What follows belongs to an exercise in optimizing a design on an open flow for small area and a short achievable clock period; a production flow would make more cautious choices.
In this exercise RTL edits were held to simulation tests only and were not proved equivalent to the original.
The flow treats the clock pin as an ideal source, which a real chip does not have.
Power and IR drop assume default switching activity.

== v6 ==
==> flow/design.v (excerpt) <==
module ets_sweep_controller #(
  parameter int RESULT_WIDTH  = 32,
  parameter int DEPTH         = 64,
  parameter int STEP_WIDTH    = 16,
  parameter int SETTLE_CYCLES = 16
) (
  input  logic                    clk,
  input  logic                    reset_n,
  input  logic                    start,
  input  logic                    abort,
  input  logic [STEP_WIDTH-1:0]   step_count,
  output logic                    sampler_request_run,
  input  logic                    sampler_running,
  input  logic                    sampler_result_ready,
  input  logic [RESULT_WIDTH-1:0] sampler_result,
  output logic                    phase_step,
  input  logic                    phase_step_ack,
  output logic                    busy,
  output logic                    done,
  output logic [STEP_WIDTH-1:0]   position,
  input  logic                    rd_en,
  output logic                    rd_valid,
  output logic [RESULT_WIDTH-1:0] rd_data,
  output logic [$clog2(DEPTH):0]  level
);
  localparam int LW   = $clog2(DEPTH) + 1;
  localparam int ROWS = 63;                        
  localparam logic [LW-1:0]         LVL_ONE  = 1;
  localparam logic [STEP_WIDTH-1:0] STEP_ONE = 1;
  localparam logic [3:0]            SET_LOAD = 4'(SETTLE_CYCLES - 1);
  logic s_check, s_wr, s_wack, s_settle, s_drain;   
  logic idle;                                       
  logic [STEP_WIDTH-1:0] count_q;
  logic [3:0]            settle_q;
  logic                  last_q;
  assign idle = ~busy;
  logic abort_eff, to_drain, cnt_nz, full, push, pop, set_last, start_i;
  logic n_check, n_req, n_wr, n_step, n_wack, n_settle, n_drain, n_done, n_busy;
  assign full      = level[LW-1];
  assign cnt_nz    = |step_count;
  assign start_i   = idle & start;
  assign set_last  = (settle_q == 4'd0);
  assign abort_eff = abort & busy & ~s_drain;
  ...
export LEC_CHECK = 0
export CAP_MARGIN = 30
export CORE_MARGIN = 2
export CORE_UTILIZATION = 48
export CTS_CLUSTER_DIAMETER = 100
export CTS_CLUSTER_SIZE = 25
export SETUP_SLACK_MARGIN = 3.0
export SLEW_MARGIN = 30
create_clock -name core_clock -period 5.5 [get_ports {clk}]
standard.sh (not shown) runs the stock make flow with config.mk's settings and CLKGATE_MAP_FILE= SYNTH_SCRIPT=/design/flow/synth_recipe.tcl, a recipe that flattens the netlist after the stock synthesis.
==> flow/flow/run.sh <==
#!/bin/bash
# Own layout flow: the standard ORFS flow, with one hook after clock-tree synthesis
# (flow/post_cts.tcl) that moves output-port buffers next to the flip-flops that feed them and
# buffers flip-flop outputs with many loads next to the flip-flop, then repairs timing again.
# Ports are buffered with buf_4 (instead of a delay cell) and sizing may change footprints.
# The clock tree is built without dummy loads.
set -euo pipefail
export POST_CTS_TCL="$PWD/flow/post_cts.tcl"
export BUFFER_PORTS_ARGS="-buffer_cell sky130_fd_sc_hd__buf_4"
export CTS_ARGS="-sink_clustering_enable -repair_clock_nets -sink_clustering_size 25 -sink_clustering_max_diameter 100 -dont_use_dummy_load"
bash standard.sh MATCH_CELL_FOOTPRINT=0 finish > standard_flow.log 2>&1
Other scripts of this flow, unchanged in this note and not shown: flow/flow/post_cts.tcl
Modified inputs, v7 compared to v6
- setting PLACE_DENSITY to 0.7 for the first time
Results
First-pass GRT wire length was lower in the run labelled v7.
Going from v6 to v7, clock latency at the later pin of the worst-skew pair up 0.03 ns; worst-case headroom to the max-slew limit lower; wire length after detailed routing down 19 mm; fraction of standard cell area in multi-input logic now sits at about the same level; share of final-layout standard cells stronger than drive strength 1 shows a reduction of 0.93 points.
Against v6 as the reference, v7 delivers a higher sequential share of cell area.
Higher combinational power share was reported by v6, not v7.
Power (v7 vs. v6) decreases slightly
NOTE: met2 track demand over resource in global routing in v7 falls short of that of v6

== v37 ==
ets_sweep_controller again, from the RTL that the note above started with.
Settings: LEC_CHECK=0, CAP_MARGIN=30, CORE_MARGIN=2, CORE_UTILIZATION=48, CTS_CLUSTER_DIAMETER=100, CTS_CLUSTER_SIZE=25, SETUP_SLACK_MARGIN=3.2, SLEW_MARGIN=30; clock period 5.5 ns.
==> flow/flow/post_cts.tcl <==
# Runs inside ORFS's CTS step, after its timing repair and legalisation. The resizer leaves
# flip-flops slow when they drive long wires or many loads, so for each flip-flop output:
# 1. every output-port buffer it feeds is moved next to the flip-flop, so the buffer, not the
#    flip-flop, drives the wire to the pin;
# 2. if it has several other loads, a buffer placed next to the flip-flop takes them over.
# Then cells are legalised and timing is repaired again.
set block [ord::get_db_block]
set bmaster [[ord::get_db] findMaster sky130_fd_sc_hd__buf_6]
proc is_port_buffer {inst} {
  foreach it [$inst getITerms] {
    if {[$it isOutputSignal]} {
      set n [$it getNet]
      if {$n ne "NULL" && [llength [$n getBTerms]] > 0} { return 1 }
    }
  }
  return 0
}
set nm 0
set nb 0
foreach inst [$block getInsts] {
  if {![[$inst getMaster] isSequential]} { continue }
  set loc [$inst getLocation]
  foreach it [$inst getITerms] {
    if {![$it isOutputSignal]} { continue }
    set net [$it getNet]
    if {$net eq "NULL" || [$net getSigType] eq "CLOCK"} { continue }
    set others {}
    foreach ld [$net getITerms] {
      if {$ld eq $it} { continue }
      set li [$ld getInst]
      if {[is_port_buffer $li]} {
        $li setLocation [lindex $loc 0] [lindex $loc 1]
        incr nm
      } else {
        lappend others $ld
      }
    }
    if {[llength $others] + [llength [$net getBTerms]] < 4 || [llength [$net getBTerms]] > 0} { continue }
    incr nb
    set binst [odb::dbInst_create $block $bmaster "ffbuf_$nb"]
    set nnet [odb::dbNet_create $block "ffbuf_net_$nb"]
    foreach ld $others {
      $ld disconnect
      $ld connect $nnet
    }
    foreach bi [$binst getITerms] {
      if {[$bi isInputSignal]} { $bi connect $net }
      if {[$bi isOutputSignal]} { $bi connect $nnet }
    }
    $binst setLocation [lindex $loc 0] [lindex $loc 1]
    $binst setPlacementStatus PLACED
  }
}
puts "post_cts: moved $nm output buffers, buffered $nb flip-flop outputs"
detailed_placement
estimate_parasitics -placement
repair_timing_helper
detailed_placement
check_placement -verbose
report_worst_slack -max
Scripts as last shown in full above: flow/flow/run.sh
v37 completed; timing, DRC and antenna clean
For v12, these inputs were changed with respect to v37:
Settings: SETUP_SLACK_MARGIN changed from 3.2 to 3.0; SLEW_MARGIN changed from 30 to 60; CAP_MARGIN changed from 30 to 50.
Notes after the runs:
From v37 to v12, total negative slack did not move at all.
Total global routing track utilization down 3.7 points in v12 wrt v37
Summary: with v37 as the reference, filler cell count in v12 moved up slightly.
Changes in v55 relative to v12:
Settings: a change of SLEW_MARGIN from 60 to 30; a change of CAP_MARGIN from 50 to 30; a change of SETUP_SLACK_MARGIN from 3.0 to 3.15.
--- a/flow/flow/post_cts.tcl
+++ b/flow/flow/post_cts.tcl
@@ -8 +8 @@
-set bmaster [[ord::get_db] findMaster sky130_fd_sc_hd__buf_6]
+set bmaster [[ord::get_db] findMaster sky130_fd_sc_hd__buf_4]
[summary]
In the final design statistics, v55 uses more standard cells in total than v12.
v55 ends up with higher detailed-route wire length per cell than v12 does.
Compared with v12, v55 shows a first-iteration DRC count that is 869 higher.
On later-pin clock latency in the skew report, the lower figure sits with v12, not v55.
Compare v12 and v55 | worst setup slack lower: v55
v55 against v12: area of all placed cells without fillers moved up, routed via count divided by cell count moved up, fraction of power consumed by combinational cells moved up.
Synthesized instance count: v12 vs v55 identical
The inputs of v15 differ from those of v55 as listed below.
Settings: swapping 3.15 for 3.0 in SETUP_SLACK_MARGIN; swapping 48 for 52 in CORE_UTILIZATION.
--- a/flow/flow/run.sh
+++ b/flow/flow/run.sh
@@ -6 +5,0 @@
-# The clock tree is built without dummy loads.
@@ -10 +8,0 @@
-export CTS_ARGS="-sink_clustering_enable -repair_clock_nets -sink_clustering_size 25 -sink_clustering_max_diameter 100 -dont_use_dummy_load"
--- a/flow/flow/post_cts.tcl
+++ b/flow/flow/post_cts.tcl
@@ -8 +8 @@
-set bmaster [[ord::get_db] findMaster sky130_fd_sc_hd__buf_4]
+set bmaster [[ord::get_db] findMaster sky130_fd_sc_hd__buf_6]
Results
v15 vs. v55: area added between synthesis and finish down 4.7 points, period utilization down 0.91 points, worst setup slack up 0.050 ns. Final non-filler cell total on v15 is down relative to v55. Against v55, v15 reports a global-route usage over all layers that is higher.

The RTL this note starts from:
==> flow/design.v <==
module ets_sweep_controller #(
  parameter int RESULT_WIDTH  = 32,
  parameter int DEPTH         = 64,
  parameter int STEP_WIDTH    = 16,
  parameter int SETTLE_CYCLES = 16
) (
  input  logic                    clk,
  input  logic                    reset_n,
  input  logic                    start,
  input  logic                    abort,
  input  logic [STEP_WIDTH-1:0]   step_count,
  output logic                    sampler_request_run,
  input  logic                    sampler_running,
  input  logic                    sampler_result_ready,
  input  logic [RESULT_WIDTH-1:0] sampler_result,
  output logic                    phase_step,
  input  logic                    phase_step_ack,
  output logic                    busy,
  output logic                    done,
  output logic [STEP_WIDTH-1:0]   position,
  input  logic                    rd_en,
  output logic                    rd_valid,
  output logic [RESULT_WIDTH-1:0] rd_data,
  output logic [$clog2(DEPTH):0]  level
);
  localparam int LW   = $clog2(DEPTH) + 1;
  localparam int ROWS = 63;                        
  localparam logic [LW-1:0]         LVL_ONE  = 1;
  localparam logic [STEP_WIDTH-1:0] STEP_ONE = 1;
  localparam logic [3:0]            SET_LOAD = 4'(SETTLE_CYCLES - 1);
  logic s_check, s_wr, s_wack, s_settle, s_drain;   
  logic idle;                                       
  logic [STEP_WIDTH-1:0] count_q;
  logic [3:0]            settle_q;
  logic                  last_q;
  assign idle = ~busy;
  logic abort_eff, to_drain, cnt_nz, full, push, pop, set_last, start_i;
  logic n_check, n_req, n_wr, n_step, n_wack, n_settle, n_drain, n_done, n_busy;
  assign full      = level[LW-1];
  assign cnt_nz    = |step_count;
  assign start_i   = idle & start;
  assign set_last  = (settle_q == 4'd0);
  assign abort_eff = abort & busy & ~s_drain;
  assign to_drain  = abort_eff & ((sampler_request_run & sampler_running) |
                                  (s_wr & ~sampler_result_ready));
  assign push      = s_wr & sampler_result_ready & ~abort;
  assign pop       = rd_en & rd_valid;
  assign n_check  = ~abort_eff & ((start_i & cnt_nz) | (s_check & full) | (s_settle & set_last));
  assign n_req    = ~abort_eff & ((s_check & ~full) | (sampler_request_run & ~sampler_running));
  assign n_wr     = ~abort_eff & ((sampler_request_run & sampler_running) |
                                  (s_wr & ~sampler_result_ready));
  assign n_step   = push & ~last_q;
  assign n_wack   = ~abort_eff & (phase_step | (s_wack & ~phase_step_ack));
  assign n_settle = ~abort_eff & ((s_wack & phase_step_ack) | (s_settle & ~set_last));
  assign n_drain  = to_drain | (s_drain & ~sampler_result_ready);
  assign n_done   = (abort_eff & ~to_drain) | (start_i & ~cnt_nz) | (push & last_q) |
                    (s_drain & sampler_result_ready);
  assign n_busy   = busy ? ~n_done : (start & cnt_nz);
  always_ff @(posedge clk or negedge reset_n) begin
    if (!reset_n) begin
      busy                <= 1'b0;
      done                <= 1'b0;
      s_check             <= 1'b0;
      sampler_request_run <= 1'b0;
      s_wr                <= 1'b0;
      phase_step          <= 1'b0;
      s_wack              <= 1'b0;
      s_settle            <= 1'b0;
      s_drain             <= 1'b0;
      position            <= '0;
    end else begin
      busy                <= n_busy;
      done                <= n_done;
      s_check             <= n_check;
      sampler_request_run <= n_req;
      s_wr                <= n_wr;
      phase_step          <= n_step;
      s_wack              <= n_wack;
      s_settle            <= n_settle;
      s_drain             <= n_drain;
      if (start_i)            position <= '0;
      else if (n_step)        position <= position + STEP_ONE;
    end
  end
  always_ff @(posedge clk) begin
    if (start_i) count_q <= step_count;
    settle_q <= s_wack ? SET_LOAD : settle_q - 4'd1;
    last_q   <= (position + STEP_ONE == count_q);
  end
  logic [LW-1:0] lvl_n;
  logic          ge2_q, ge3, vld_n, ge2_n, h_load, wp_adv, rp_adv;
  logic [7:0]    wh, wl, wh_n, wl_n;
  logic [ROWS-1:0] rring;
  logic [RESULT_WIDTH-1:0] rd_mem;
  assign ge3 = |level[LW-1:2] | (level[1] & level[0]);
  always_comb begin
    lvl_n = level;
    ge2_n = ge2_q;
    if (push & ~pop) begin
      lvl_n = level + LVL_ONE;
      ge2_n = rd_valid;
    end else if (pop & ~push) begin
      lvl_n = level - LVL_ONE;
      ge2_n = ge3;
    end
  end
  assign vld_n = push | ge2_q | (rd_valid & ~rd_en);
  assign h_load = rd_en | ~rd_valid;
  assign rp_adv = ge2_q & rd_en;
  assign wp_adv = push & (ge2_q | (rd_valid & ~rd_en));
  function automatic logic [15:0] ring_next(input logic [7:0] h, input logic [7:0] l);
    logic wrap;
    wrap = l[7] | (h[7] & l[6]);
    ring_next[15:8] = wrap ? {h[6:0], h[7]} : h;
    ring_next[7:0]  = wrap ? 8'd1 : {l[6:0], 1'b0};
  endfunction
  assign {wh_n, wl_n} = ring_next(wh, wl);
  always_ff @(posedge clk or negedge reset_n) begin
    if (!reset_n) begin
      level    <= '0;
      rd_valid <= 1'b0;
      ge2_q    <= 1'b0;
    end else if (start_i) begin
      level    <= '0;
      rd_valid <= 1'b0;
      ge2_q    <= 1'b0;
    end else begin
      level    <= lvl_n;
      rd_valid <= vld_n;
      ge2_q    <= ge2_n;
    end
  end
  always_ff @(posedge clk) begin
    if (start_i) begin
      wh    <= 8'd1;
      wl    <= 8'd1;
      rring <= ROWS'(1);
    end else begin
      if (wp_adv) begin wh <= wh_n; wl <= wl_n; end
      if (rp_adv) rring <= {rring[ROWS-2:0], rring[ROWS-1]};
    end
  end
  logic [RESULT_WIDTH-1:0] rows [ROWS];
  logic [7:0]              wgh;
  logic [ROWS-1:0]         wsel;
  assign wgh = wh & {8{push}};
  always_comb begin
    rd_mem = '0;
    for (int k = 0; k < ROWS; k++) begin
      wsel[k] = wgh[k / 8] & wl[k % 8];
      rd_mem  = rd_mem | (rows[k] & {RESULT_WIDTH{rring[k]}});
    end
  end
  always_ff @(posedge clk) begin
    for (int k = 0; k < ROWS; k++)
      if (wsel[k]) rows[k] <= sampler_result;
    if (h_load) rd_data <= ge2_q ? rd_mem : sampler_result;
  end
endmodule
Settings: LEC_CHECK=0, CAP_MARGIN=30, CORE_MARGIN=2, CORE_UTILIZATION=48, CTS_CLUSTER_DIAMETER=100, CTS_CLUSTER_SIZE=25, SETUP_SLACK_MARGIN=3.0, SLEW_MARGIN=30; clock period 5.5 ns.
==> flow/flow/run.sh <==
#!/bin/bash
# Own layout flow: the standard ORFS flow, with one hook after clock-tree synthesis
# (flow/post_cts.tcl) that moves output-port buffers next to the flip-flops that feed them and
# buffers flip-flop outputs with many loads next to the flip-flop, then repairs timing again.
# Ports are buffered with buf_4 (instead of a delay cell) and sizing may change footprints.
set -euo pipefail
export POST_CTS_TCL="$PWD/flow/post_cts.tcl"
export BUFFER_PORTS_ARGS="-buffer_cell sky130_fd_sc_hd__buf_4"
bash standard.sh MATCH_CELL_FOOTPRINT=0 finish > standard_flow.log 2>&1
Other scripts of this flow, unchanged in this note and not shown: flow/flow/post_cts.tcl
Edit:
--- a/flow/flow/run.sh
+++ b/flow/flow/run.sh
@@ -4,6 +4,8 @@
 # buffers flip-flop outputs with many loads next to the flip-flop, then repairs timing again.
 # Ports are buffered with buf_4 (instead of a delay cell) and sizing may change footprints.
+# The clock tree is built without dummy loads.
 set -euo pipefail
 export POST_CTS_TCL="$PWD/flow/post_cts.tcl"
 export BUFFER_PORTS_ARGS="-buffer_cell sky130_fd_sc_hd__buf_4"
+export CTS_ARGS="-sink_clustering_enable -repair_clock_nets -sink_clustering_size 25 -sink_clustering_max_diameter 100 -dont_use_dummy_load"
 bash standard.sh MATCH_CELL_FOOTPRINT=0 finish > standard_flow.log 2>&1
SETUP_SLACK_MARGIN = 3.4   (was 3.0)
Outcome: Cell count climbs by 5.4%; sequential power is about the same; routed wire length climbs by 9.0%; hold slack gains 58 ps; utilization climbs by 5.2 points.

## what the ideal ports hide
Ports are ideal in the flow. The routed layouts listed here were re-timed in OpenROAD.
Step 1 assumes that a clkbuf_16 drives the clock port and a buf_2 every other input.
Step 2 adds t to the input delays and takes it off the output delays; t is the mean of the earliest and latest rising clock arrival at the registers after step 1. Input paths then give back, and output paths get back, about the clock's delay inside the block.
Three values: ideal, step 1, step 2; two values: the first two.
run	shift t [ns]	slack for setup (ns)	worst hold slack (ns)	clock arrival spread, ns	worst data-port slew with drivers (ns)
v6	0.812	2.900 / 2.900 / 2.190	0.322 / 0.266 / 0.419	0.105 / 0.105	0.23
v7	0.837	2.881 / 2.881 / 2.113	0.269 / 0.214 / 0.413	0.106 / 0.106	0.17
v37	0.853	3.018 / 2.919 / 2.305	0.317 / 0.241 / 0.421	0.093 / 0.093	0.35
v12	0.836	2.923 / 2.923 / 2.214	0.276 / 0.208 / 0.418	0.096 / 0.096	0.22
v55	0.830	2.888 / 2.888 / 2.375	0.327 / 0.272 / 0.418	0.122 / 0.122	0.40
v15	0.838	2.939 / 2.939 / 2.177	0.292 / 0.225 / 0.416	0.042 / 0.042	0.16
the first run of note 3	0.859	2.920 / 2.920 / 2.254	0.274 / 0.210 / 0.419	0.052 / 0.051	0.24
the second run of note 3	0.847	2.869 / 2.869 / 2.417	0.332 / 0.268 / 0.424	0.126 / 0.126	0.27
After both steps setup and hold are still met in every run listed. The setup slack of v7, which loses most, moves by 0.000 ns with the drivers and by -0.768 ns with both steps.
